What follows belongs to an exercise in optimizing a design on an open flow for small area and a short achievable clock period; a production flow would make more cautious choices. The RTL was checked by simulation tests, not by an equivalence proof against the original design. The flow treats the clock pin as an ideal source. Dropping or thinning the clock tree relies on that and would not hold on a real chip. No activity file was given, so power comes from the tool's default toggle rates.

==> flow/design.v (excerpt) <==
module d5m_frame_axis_bridge #(
  parameter int DATA_WIDTH = 24,
  parameter int FIFO_DEPTH = 64,
  parameter int X_WIDTH    = 12,
  parameter int Y_WIDTH    = 12,
  parameter int BAR_SHIFT  = 5
) (
  input  logic                  ACLK,
  input  logic                  ARESETN,
  input  logic [DATA_WIDTH-1:0] idata,
  input  logic                  ifval,
  input  logic                  ilval,
  input  logic                  cfg_test_en,
  input  logic                  cfg_clr_ovf,
  input  logic                  m_axis_tready,
  output logic                  m_axis_tvalid,
  output logic [DATA_WIDTH-1:0] m_axis_tdata,
  output logic                  m_axis_tuser,
  output logic                  m_axis_tlast,
  output logic [X_WIDTH-1:0]    xCord,
  output logic [Y_WIDTH-1:0]    yCord,
  output logic [X_WIDTH-1:0]    frame_width,
  output logic [Y_WIDTH-1:0]    frame_height,
  output logic [15:0]           frame_count,
  output logic                  endOfFrame,
  output logic                  ovf_flag
);
  localparam int FW = DATA_WIDTH / 3;
  localparam int AW = $clog2(FIFO_DEPTH);
  localparam int NS = FIFO_DEPTH + 1;
  localparam int LO = 5;   
  ...
For scale: roughly 4500 cells after synthesis, about 1900 flip-flops, about 120 I/O pins.
clock: 5.0 ns
lec_check: 0
cap_margin: 20
core_margin: 2
core_utilization: 70
setup_slack_margin: 2.8
slew_margin: 20
tns_end_percent: 100
standard.sh (not shown) runs the stock make flow with config.mk's settings and CLKGATE_MAP_FILE= SYNTH_SCRIPT=/design/flow/synth_recipe.tcl, a recipe that flattens the netlist after the stock synthesis.
==> flow/flow/run.sh <==
#!/bin/bash
set -euo pipefail
export BUFFER_PORTS_ARGS="-buffer_cell sky130_fd_sc_hd__buf_4"
export PRE_CTS_TCL="$(pwd)/flow/cts_manual.tcl"
PLATFORM_DONT_USE="sky130_fd_sc_hd__probe_p_8 sky130_fd_sc_hd__probec_p_8 sky130_fd_sc_hd__lpflow_bleeder_1 sky130_fd_sc_hd__lpflow_clkbufkapwr_1 sky130_fd_sc_hd__lpflow_clkbufkapwr_16 sky130_fd_sc_hd__lpflow_clkbufkapwr_2 sky130_fd_sc_hd__lpflow_clkbufkapwr_4 sky130_fd_sc_hd__lpflow_clkbufkapwr_8 sky130_fd_sc_hd__lpflow_clkinvkapwr_1 sky130_fd_sc_hd__lpflow_clkinvkapwr_16 sky130_fd_sc_hd__lpflow_clkinvkapwr_2 sky130_fd_sc_hd__lpflow_clkinvkapwr_4 sky130_fd_sc_hd__lpflow_clkinvkapwr_8 sky130_fd_sc_hd__lpflow_decapkapwr_12 sky130_fd_sc_hd__lpflow_decapkapwr_3 sky130_fd_sc_hd__lpflow_decapkapwr_4 sky130_fd_sc_hd__lpflow_decapkapwr_6 sky130_fd_sc_hd__lpflow_decapkapwr_8 sky130_fd_sc_hd__lpflow_inputiso0n_1 sky130_fd_sc_hd__lpflow_inputiso0p_1 sky130_fd_sc_hd__lpflow_inputiso1n_1 sky130_fd_sc_hd__lpflow_inputiso1p_1 sky130_fd_sc_hd__lpflow_inputisolatch_1 sky130_fd_sc_hd__lpflow_isobufsrc_1 sky130_fd_sc_hd__lpflow_isobufsrc_16 sky130_fd_sc_hd__lpflow_isobufsrc_2 sky130_fd_sc_hd__lpflow_isobufsrc_4 sky130_fd_sc_hd__lpflow_isobufsrc_8 sky130_fd_sc_hd__lpflow_isobufsrckapwr_16 sky130_fd_sc_hd__lpflow_lsbuf_lh_hl_isowell_tap_1 sky130_fd_sc_hd__lpflow_lsbuf_lh_hl_isowell_tap_2 sky130_fd_sc_hd__lpflow_lsbuf_lh_hl_isowell_tap_4 sky130_fd_sc_hd__lpflow_lsbuf_lh_isowell_4 sky130_fd_sc_hd__lpflow_lsbuf_lh_isowell_tap_1 sky130_fd_sc_hd__lpflow_lsbuf_lh_isowell_tap_2 sky130_fd_sc_hd__lpflow_lsbuf_lh_isowell_tap_4 sky130_fd_sc_hd__fill_1 sky130_fd_sc_hd__fill_2 sky130_fd_sc_hd__fill_4 sky130_fd_sc_hd__fill_8 "
EXTRA_DONT_USE="sky130_fd_sc_hd__or4_1 sky130_fd_sc_hd__or4_2 sky130_fd_sc_hd__or4_4 sky130_fd_sc_hd__or4b_1 sky130_fd_sc_hd__or4b_2 sky130_fd_sc_hd__or4b_4 sky130_fd_sc_hd__a22o_1 sky130_fd_sc_hd__a22o_2 sky130_fd_sc_hd__a22o_4 sky130_fd_sc_hd__a221oi_1 sky130_fd_sc_hd__a221oi_2 sky130_fd_sc_hd__a221oi_4 sky130_fd_sc_hd__a221o_1 sky130_fd_sc_hd__a221o_2 sky130_fd_sc_hd__a221o_4"
bash standard.sh "DONT_USE_CELLS=$PLATFORM_DONT_USE $EXTRA_DONT_USE" finish > standard.log 2>&1
Other scripts of this flow, unchanged in this note and not shown: flow/flow/cts_manual.tcl
Rerun with:
--- a/flow/flow/run.sh
+++ b/flow/flow/run.sh
@@ -2,2 +2,3 @@
 set -euo pipefail
+export LAYER_PARASITICS_FILE="$(pwd)/flow/rc_pessimistic.tcl"
 export BUFFER_PORTS_ARGS="-buffer_cell sky130_fd_sc_hd__buf_4"
==> flow/flow/rc_pessimistic.tcl (new file) <==
set_layer_rc -layer li1 -capacitance [expr {1.25 * 1.499e-04}] -resistance [expr {1.25 * 7.176e-02}]
set_layer_rc -layer met1 -capacitance [expr {1.25 * 1.72375E-04}] -resistance [expr {1.25 * 8.929e-04}]
set_layer_rc -layer met2 -capacitance [expr {1.25 * 1.36233E-04}] -resistance [expr {1.25 * 8.929e-04}]
set_layer_rc -layer met3 -capacitance [expr {1.25 * 2.14962E-04}] -resistance [expr {1.25 * 1.567e-04}]
set_layer_rc -layer met4 -capacitance [expr {1.25 * 1.48128E-04}] -resistance [expr {1.25 * 1.567e-04}]
set_layer_rc -layer met5 -capacitance [expr {1.25 * 1.54087E-04}] -resistance [expr {1.25 * 1.781e-05}]

set_layer_rc -via mcon -resistance 9.249146E-3
set_layer_rc -via via -resistance 4.5E-3
set_layer_rc -via via2 -resistance 3.368786E-3
set_layer_rc -via via3 -resistance 0.376635E-3
set_layer_rc -via via4 -resistance 0.00580E-3

set_wire_rc -signal -layer met1
set_wire_rc -clock -layer met3
SETUP_SLACK_MARGIN = 3.0   (was 2.8)
Power is higher by 0.93%.
Hold slack gets better by 3.3 ps.
Setup slack gets better by 210 ps.
Rerun with:
SETUP_SLACK_MARGIN = 2.8   (was 3.0)
After rerunning: The changed run completed with no timing, DRC or antenna violations. Wire length went down slightly. Synthesized cell count stays the same. Final cell count drops by a few percent. Critical path depth rises by 1. Via count falls by a few percent. Worst hold slack is about the same. Core utilization fell by 3.3 points. Setup slack got worse by 3.4 ps. Clock power stays flat. Synthesized area stays the same. Power fell slightly.
Rerun with:
SETUP_SLACK_MARGIN = 2.9   (was 2.8)
Result:
- The new run ran to the end with no violations
- combinational power is about the same
- first-iteration DRC count is lower by about 8%
- die area is unchanged
In every run of this note, the design's own scripts or RTL, not TritonCTS, make the clock network.

Setup of run A:
Another version of the RTL of d5m_frame_axis_bridge (not shown whole).
For scale: roughly 4400 cells after synthesis, about 120 I/O pins.
## d5m_frame_axis_bridge
module d5m_frame_axis_bridge #(
  parameter int DATA_WIDTH = 24,
  parameter int FIFO_DEPTH = 64,
  parameter int X_WIDTH    = 12,
  parameter int Y_WIDTH    = 12,
  parameter int BAR_SHIFT  = 5
) (
  input  logic                  ACLK,
  input  logic                  ARESETN,
  input  logic [DATA_WIDTH-1:0] idata,
  input  logic                  ifval,
  input  logic                  ilval,
  input  logic                  cfg_test_en,
  input  logic                  cfg_clr_ovf,
  input  logic                  m_axis_tready,
  output logic                  m_axis_tvalid,
  output logic [DATA_WIDTH-1:0] m_axis_tdata,
  output logic                  m_axis_tuser,
  output logic                  m_axis_tlast,
  output logic [X_WIDTH-1:0]    xCord,
  output logic [Y_WIDTH-1:0]    yCord,
  output logic [X_WIDTH-1:0]    frame_width,
  output logic [Y_WIDTH-1:0]    frame_height,
  output logic [15:0]           frame_count,
  output logic                  endOfFrame,
  output logic                  ovf_flag
);
==> flow/config.mk <==
export PLATFORM = sky130hd
export DESIGN_NAME = d5m_frame_axis_bridge
export DESIGN_NICKNAME = d5m_frame_axis_bridge
export VERILOG_FILES = /design/flow/design.v
export SDC_FILE = /design/flow/constraint.sdc
export NUM_CORES = 4
export LEC_CHECK = 0
export CAP_MARGIN = 20
export CORE_MARGIN = 2
export CORE_UTILIZATION = 70
export SETUP_SLACK_MARGIN = 2.8
export SLEW_MARGIN = 60
export TNS_END_PERCENT = 100
==> flow/constraint.sdc <==
create_clock -name core_clock -period 5.0 [get_ports {ACLK}]
set_input_delay 1.0000 -clock core_clock [delete_from_list [all_inputs] [get_ports {ACLK}]]
set_output_delay 1.0000 -clock core_clock [all_outputs]
set_load 0.01 [all_outputs]
==> flow/flow/run.sh <==
#!/bin/bash
set -euo pipefail
export BUFFER_PORTS_ARGS="-buffer_cell sky130_fd_sc_hd__buf_4"
export CTS_ARGS="-sink_clustering_enable -repair_clock_nets -sink_clustering_size 30 -sink_clustering_max_diameter 100 -dont_use_dummy_load"
PLATFORM_DONT_USE="sky130_fd_sc_hd__probe_p_8 sky130_fd_sc_hd__probec_p_8 sky130_fd_sc_hd__lpflow_bleeder_1 sky130_fd_sc_hd__lpflow_clkbufkapwr_1 sky130_fd_sc_hd__lpflow_clkbufkapwr_16 sky130_fd_sc_hd__lpflow_clkbufkapwr_2 sky130_fd_sc_hd__lpflow_clkbufkapwr_4 sky130_fd_sc_hd__lpflow_clkbufkapwr_8 sky130_fd_sc_hd__lpflow_clkinvkapwr_1 sky130_fd_sc_hd__lpflow_clkinvkapwr_16 sky130_fd_sc_hd__lpflow_clkinvkapwr_2 sky130_fd_sc_hd__lpflow_clkinvkapwr_4 sky130_fd_sc_hd__lpflow_clkinvkapwr_8 sky130_fd_sc_hd__lpflow_decapkapwr_12 sky130_fd_sc_hd__lpflow_decapkapwr_3 sky130_fd_sc_hd__lpflow_decapkapwr_4 sky130_fd_sc_hd__lpflow_decapkapwr_6 sky130_fd_sc_hd__lpflow_decapkapwr_8 sky130_fd_sc_hd__lpflow_inputiso0n_1 sky130_fd_sc_hd__lpflow_inputiso0p_1 sky130_fd_sc_hd__lpflow_inputiso1n_1 sky130_fd_sc_hd__lpflow_inputiso1p_1 sky130_fd_sc_hd__lpflow_inputisolatch_1 sky130_fd_sc_hd__lpflow_isobufsrc_1 sky130_fd_sc_hd__lpflow_isobufsrc_16 sky130_fd_sc_hd__lpflow_isobufsrc_2 sky130_fd_sc_hd__lpflow_isobufsrc_4 sky130_fd_sc_hd__lpflow_isobufsrc_8 sky130_fd_sc_hd__lpflow_isobufsrckapwr_16 sky130_fd_sc_hd__lpflow_lsbuf_lh_hl_isowell_tap_1 sky130_fd_sc_hd__lpflow_lsbuf_lh_hl_isowell_tap_2 sky130_fd_sc_hd__lpflow_lsbuf_lh_hl_isowell_tap_4 sky130_fd_sc_hd__lpflow_lsbuf_lh_isowell_4 sky130_fd_sc_hd__lpflow_lsbuf_lh_isowell_tap_1 sky130_fd_sc_hd__lpflow_lsbuf_lh_isowell_tap_2 sky130_fd_sc_hd__lpflow_lsbuf_lh_isowell_tap_4 sky130_fd_sc_hd__fill_1 sky130_fd_sc_hd__fill_2 sky130_fd_sc_hd__fill_4 sky130_fd_sc_hd__fill_8 "
EXTRA_DONT_USE="sky130_fd_sc_hd__or4_1 sky130_fd_sc_hd__or4_2 sky130_fd_sc_hd__or4_4 sky130_fd_sc_hd__or4b_1 sky130_fd_sc_hd__or4b_2 sky130_fd_sc_hd__or4b_4 sky130_fd_sc_hd__a22o_1 sky130_fd_sc_hd__a22o_2 sky130_fd_sc_hd__a22o_4 sky130_fd_sc_hd__a221oi_1 sky130_fd_sc_hd__a221oi_2 sky130_fd_sc_hd__a221oi_4 sky130_fd_sc_hd__a221o_1 sky130_fd_sc_hd__a221o_2 sky130_fd_sc_hd__a221o_4"
bash standard.sh "DONT_USE_CELLS=$PLATFORM_DONT_USE $EXTRA_DONT_USE" finish > standard.log 2>&1
Run A finished every step from synthesis to the final layout, and the layout passed the timing, design-rule and antenna checks.
--- input diff run A..run B ---
- changing SLEW_MARGIN from 60 to 20
Notes after the runs:
Run B vs run A, critical path start-end classification: in -> reg vs reg -> out
Going from run A to run B, worst setup slack shows a reduction of 0.026 ns, global-route usage moved down.
Re post-route fraction of the period consumed by the critical path: run B and run A aren't equal, and the lower value belongs to run A.
Input-level comparison between run C and run B:
--- a/flow/flow/run.sh
+++ b/flow/flow/run.sh
@@ -1,4 +1,5 @@
 #!/bin/bash
 set -euo pipefail
+export LAYER_PARASITICS_FILE="$(pwd)/flow/rc_pessimistic.tcl"
 export BUFFER_PORTS_ARGS="-buffer_cell sky130_fd_sc_hd__buf_4"
 export CTS_ARGS="-sink_clustering_enable -repair_clock_nets -sink_clustering_size 30 -sink_clustering_max_diameter 100 -dont_use_dummy_load"
==> flow/flow/rc_pessimistic.tcl (new file) <==
set_layer_rc -layer li1 -capacitance [expr {1.25 * 1.499e-04}] -resistance [expr {1.25 * 7.176e-02}]
set_layer_rc -layer met1 -capacitance [expr {1.25 * 1.72375E-04}] -resistance [expr {1.25 * 8.929e-04}]
set_layer_rc -layer met2 -capacitance [expr {1.25 * 1.36233E-04}] -resistance [expr {1.25 * 8.929e-04}]
set_layer_rc -layer met3 -capacitance [expr {1.25 * 2.14962E-04}] -resistance [expr {1.25 * 1.567e-04}]
set_layer_rc -layer met4 -capacitance [expr {1.25 * 1.48128E-04}] -resistance [expr {1.25 * 1.567e-04}]
set_layer_rc -layer met5 -capacitance [expr {1.25 * 1.54087E-04}] -resistance [expr {1.25 * 1.781e-05}]

set_layer_rc -via mcon -resistance 9.249146E-3
set_layer_rc -via via -resistance 4.5E-3
set_layer_rc -via via2 -resistance 3.368786E-3
set_layer_rc -via via3 -resistance 0.376635E-3
set_layer_rc -via via4 -resistance 0.00580E-3

set_wire_rc -signal -layer met1
set_wire_rc -clock -layer met3
[summary]
- Summary of the comparison: power dissipated by switching net loads is higher in run C, relative to run B.
- Delta (run C minus run B): number of antenna cells inserted higher; cell count rose by about 2.7%; logic gate share of total power higher.
- Sort run B and run C by number of vias per cell, ascending, and run B comes first.

==> re-timing with driven ports <==
In the flow no input, the clock included, has a driving cell. The finished layouts below were timed again as built, in two steps. Step 1 sets driving cells, clkbuf_16 on the clock port and buf_2 on the other inputs (assumed; they add their load-dependent delay and slew). Step 2 also shifts input and output timing later by t, the mid clock arrival at the registers, as if the neighbouring blocks saw the same clock. Three values: ideal, step 1, step 2; two values: the first two.
| run | shift t [ns] | slack for setup (ns) | worst setup path at the end | worst data-port slew with drivers (ns) | pins driven straight from the clock port |
|---|---|---|---|---|---|
| the first run of note 1 | 0.720 | 2.621 / 2.575 / 2.270 | input to register | 0.07 | 4 |
| the second run of note 1 | 0.733 | 2.830 / 2.639 / 2.369 | input to register | 0.06 | 4 |
| the third run of note 1 | 0.739 | 2.827 / 2.649 / 2.279 | input to register | 0.06 | 4 |
| the fourth run of note 1 | 0.732 | 2.838 / 2.654 / 2.410 | input to register | 0.06 | 4 |
| run A | 0.783 | 2.671 / 2.597 / 2.043 | input to register | 0.14 | 1 |
| run B | 0.756 | 2.645 / 2.625 / 1.943 | input to register | 0.14 | 1 |
| run C | 0.774 | 2.527 / 2.552 / 1.796 | input to register | 0.06 | 1 |
After both steps setup and hold are still met in every run listed. For run C, which loses most, drivers alone change the setup slack by +0.025 ns; drivers and shift together by -0.731 ns.
